From an optimization exercise on the open Yosys and OpenROAD flow, aimed at small area, a short achievable clock period and few clock cycles; shortcuts taken in it are not production practice.
Only simulation tests tie the RTL to the original design; equivalence was not proved.
No activity file was given, so power comes from the tool's default toggle rates.

==> flow/design.v <==
`timescale 1ns/10ps
package link_pkg;
    localparam int LINK_W = 16;
    localparam int ADR_W = 24;
    localparam int MEM_DEPTH = 64;
    localparam int MEM_AW = 6;
    localparam logic HDR_MARKER = 1'b1;   
    typedef logic [LINK_W-1:0] link_word_t;
    typedef logic [ADR_W-1:0] link_adr_t;
    typedef logic [2:0] beat_cnt_t;   
    typedef enum logic [3:0] {
        CYC_SINGLE = 4'd0,
        CYC_BURST8 = 4'd1,
        CYC_BURST4 = 4'd2
    } cyc_type_e;
    typedef struct packed {
        logic [ADR_W-LINK_W-1:0] adr_hi;
        cyc_type_e cyc;
        logic we;
        logic [1:0] sel;
        logic marker;
    } link_hdr0_t;
    typedef struct packed {
        link_adr_t adr;
        logic we;
        logic [1:0] sel;
        beat_cnt_t last;
    } link_cmd_t;
    typedef struct packed {
        logic ok;
        logic err;
        link_word_t rdata;
    } link_result_t;
    function automatic beat_cnt_t cyc_last(cyc_type_e cyc);
        case (cyc)
            link_pkg::CYC_BURST8: cyc_last = 3'd7;
            link_pkg::CYC_BURST4: cyc_last = 3'd3;
            default: cyc_last = 3'd0;   
        endcase
    endfunction
endpackage
`timescale 1ns/10ps
package wb_pkg;
    localparam int WB_ADR_W = 24;
    localparam int WB_DAT_W = 16;
    typedef logic [WB_ADR_W-1:0] wb_adr_t;   
    typedef logic [WB_DAT_W-1:0] wb_dat_t;
    typedef struct packed {
        logic cyc;
        logic stb;
        logic we;
        logic [1:0] sel;
        wb_adr_t adr;
        wb_dat_t dat;
        logic burst4;
        logic burst8;   
    } wb_req_t;
endpackage
`timescale 1ns/10ps
`timescale 1ns/10ps
`timescale 1ns/10ps
`timescale 1ns/10ps
`timescale 1ns/10ps
`timescale 1ns/10ps
module link_bridge (
    input  logic        i_clk,
    input  logic        i_rst,
    input  logic        wb_cyc_i,
    input  logic        wb_stb_i,
    input  logic        wb_we_i,
    input  logic [1:0]  wb_sel_i,
    input  logic [23:0] wb_adr_i,
    input  logic [15:0] wb_dat_i,
    input  logic        wb_burst4_i,
    input  logic        wb_burst8_i,
    output logic [15:0] wb_dat_o,
    output logic        wb_ack_o,
    output logic        wb_err_o,
    output logic        link_dir_o
);
    logic [15:0] mem [64];
    logic [2:0]  cnt;        
    logic        rd_act;     
    logic [7:0]  lo_q;
    logic [7:0]  hi_q;
    logic        wv_q;       
    logic [1:0]  wsel_q;
    logic [15:0] wdat_q;
    logic        clr_q;      
    logic        beat;
    logic        first;
    logic [2:0]  last;
    logic        is_last;
    logic        hi_zero;
    logic        rin;        
    logic [7:0]  lo_dec;     
    logic [7:0]  hi_dec;
    logic [7:0]  nlo;        
    logic [7:0]  nhi;
    logic        nin;        
    logic [63:0] word_oh;
    logic [15:0] rdat;
    assign beat = wb_cyc_i & wb_stb_i;
    assign first = (cnt == 3'd0);
    assign last = wb_burst8_i ? 3'd7 : (wb_burst4_i ? 3'd3 : 3'd0);
    assign is_last = (cnt == last);
    assign hi_zero = (wb_adr_i[23:6] == 18'd0);
    assign rin = |hi_q;
    assign nlo = {lo_q[6:0], lo_q[7]};
    assign nhi = lo_q[7] ? {hi_q[6:0], 1'b0} : hi_q;
    assign nin = |nhi;
    always_comb begin
        for (int j = 0; j < 8; j++) begin
            lo_dec[j] = (wb_adr_i[2:0] == 3'(j));
            hi_dec[j] = hi_zero & (wb_adr_i[5:3] == 3'(j));
        end
    end
    always_ff @(posedge i_clk) begin
        if (i_rst) begin
            cnt <= 3'd0;
            rd_act <= 1'b0;
            lo_q <= 8'd0;
            hi_q <= 8'd0;
            wv_q <= 1'b0;
            wsel_q <= 2'b00;
            wdat_q <= 16'd0;
            clr_q <= 1'b1;
            wb_ack_o <= 1'b0;
            wb_err_o <= 1'b0;
            link_dir_o <= 1'b0;
        end else begin
            wv_q <= 1'b0;
            clr_q <= 1'b0;
            wb_ack_o <= 1'b0;
            wb_err_o <= 1'b0;
            link_dir_o <= 1'b0;
            if (rd_act) begin
                wb_ack_o <= rin;
                wb_err_o <= ~rin;
                link_dir_o <= ~is_last;
                lo_q <= nlo;
                hi_q <= nhi;
                cnt <= is_last ? 3'd0 : cnt + 3'd1;
                rd_act <= ~is_last;
            end else if (beat) begin
                if (first) begin
                    lo_q <= lo_dec;
                    hi_q <= hi_dec;
                end else begin
                    lo_q <= nlo;
                    hi_q <= nhi;
                end
                if (wb_we_i) begin
                    wb_ack_o <= first ? hi_zero : nin;
                    wb_err_o <= first ? ~hi_zero : ~nin;
                    wv_q <= 1'b1;
                    wsel_q <= wb_sel_i;
                    wdat_q <= wb_dat_i;
                    cnt <= is_last ? 3'd0 : cnt + 3'd1;
                end else begin
                    rd_act <= 1'b1;
                end
            end
        end
    end
    always_comb begin
        rdat = 16'd0;
        for (int i = 0; i < 64; i++) begin
            word_oh[i] = hi_q[i / 8] & lo_q[i % 8];
            rdat = rdat | (mem[i] & {16{word_oh[i]}});
        end
    end
    always_ff @(posedge i_clk) begin
        wb_dat_o <= rdat;
    end
    always_ff @(posedge i_clk) begin
        for (int i = 0; i < 64; i++) begin
            if (clr_q || (wv_q && word_oh[i] && wsel_q[1])) begin
                mem[i][15:8] <= wdat_q[15:8];
            end
            if (clr_q || (wv_q && word_oh[i] && wsel_q[0])) begin
                mem[i][7:0] <= wdat_q[7:0];
            end
        end
    end
endmodule
make LEC_CHECK=0 CAP_MARGIN=20 CORE_MARGIN=2 CORE_UTILIZATION=50 CTS_CLUSTER_DIAMETER=80 CTS_CLUSTER_SIZE=25 SETUP_SLACK_MARGIN=4.1 SLEW_MARGIN=20 finish   # period 6.5 ns
run.sh (not shown) runs the stock make flow with config.mk's settings and CLKGATE_MAP_FILE= SYNTH_SCRIPT=/design/flow/synth_recipe.tcl, a recipe that flattens the netlist after the stock synthesis.
Testbench counts at the start, summed over its fixed seeds: cycles 15,650.
Then changed:
--- a/flow/design.v
+++ b/flow/design.v
@@ -84,8 +84,6 @@
     logic [7:0]  lo_q;
     logic [7:0]  hi_q;
-    logic        wv_q;       
-    logic [1:0]  wsel_q;
+    logic [1:0]  wsel_q;     
     logic [15:0] wdat_q;
-    logic        clr_q;      
     logic        beat;
     logic        first;
@@ -120,16 +118,13 @@
             cnt <= 3'd0;
             rd_act <= 1'b0;
-            lo_q <= 8'd0;
-            hi_q <= 8'd0;
-            wv_q <= 1'b0;
-            wsel_q <= 2'b00;
+            lo_q <= 8'hFF;
+            hi_q <= 8'hFF;
+            wsel_q <= 2'b11;
             wdat_q <= 16'd0;
-            clr_q <= 1'b1;
             wb_ack_o <= 1'b0;
             wb_err_o <= 1'b0;
             link_dir_o <= 1'b0;
         end else begin
-            wv_q <= 1'b0;
-            clr_q <= 1'b0;
+            wsel_q <= 2'b00;
             wb_ack_o <= 1'b0;
             wb_err_o <= 1'b0;
@@ -154,5 +149,4 @@
                     wb_ack_o <= first ? hi_zero : nin;
                     wb_err_o <= first ? ~hi_zero : ~nin;
-                    wv_q <= 1'b1;
                     wsel_q <= wb_sel_i;
                     wdat_q <= wb_dat_i;
@@ -164,9 +158,16 @@
         end
     end
+    logic [15:0] grp [8];    
     always_comb begin
-        rdat = 16'd0;
         for (int i = 0; i < 64; i++) begin
             word_oh[i] = hi_q[i / 8] & lo_q[i % 8];
-            rdat = rdat | (mem[i] & {16{word_oh[i]}});
+        end
+        rdat = 16'd0;
+        for (int k = 0; k < 8; k++) begin
+            grp[k] = 16'd0;
+            for (int j = 0; j < 8; j++) begin
+                grp[k] = grp[k] | (mem[8 * k + j] & {16{lo_q[j]}});
+            end
+            rdat = rdat | (grp[k] & {16{hi_q[k]}});
         end
     end
@@ -176,8 +177,8 @@
     always_ff @(posedge i_clk) begin
         for (int i = 0; i < 64; i++) begin
-            if (clr_q || (wv_q && word_oh[i] && wsel_q[1])) begin
+            if (word_oh[i] && wsel_q[1]) begin
                 mem[i][15:8] <= wdat_q[15:8];
             end
-            if (clr_q || (wv_q && word_oh[i] && wsel_q[0])) begin
+            if (word_oh[i] && wsel_q[0]) begin
                 mem[i][7:0] <= wdat_q[7:0];
             end
After rerunning: Final cell count fell by 6.4%; via count goes down by 17%; clock power goes down by 5.3%; design area shrinks by 5.3%; clock-buffer cell count rises by 5; die area shrinks by 3.0%; setup slack is better by 52 ps; routed wire length fell by 31%; register-to-register slack improves by 80 ps; utilization fell by 1.6 points; combinational power rises by 40%.
Testbench counts after the change, summed over its fixed seeds: cycles 15,650.

what the ideal ports hide:
No port has a modelled driver above. Below, the same layouts with a new extraction and two added sets of constraints.
Step 1 assumes that a clkbuf_16 drives the clock port and a buf_2 every other input.
Step 2 adds t to the input delays and takes it off the output delays; t is the mean of the earliest and latest rising clock arrival at the registers after step 1. Input paths then give back, and output paths get back, about the clock's delay inside the block.
Slacks: no drivers / after step 1 / after step 2; pairs: no drivers / after step 1.
run	t, ns	slack for setup (ns)	hold WS [ns]
the first run	0.706	4.023 / 3.957 / 3.517	0.460 / 0.460 / 0.460
the second run	0.694	4.075 / 4.008 / 3.537	0.457 / 0.457 / 0.457
After both steps setup and hold are still met in every run listed. The setup slack of the second run, which loses most, moves by -0.067 ns with the drivers and by -0.538 ns with both steps.
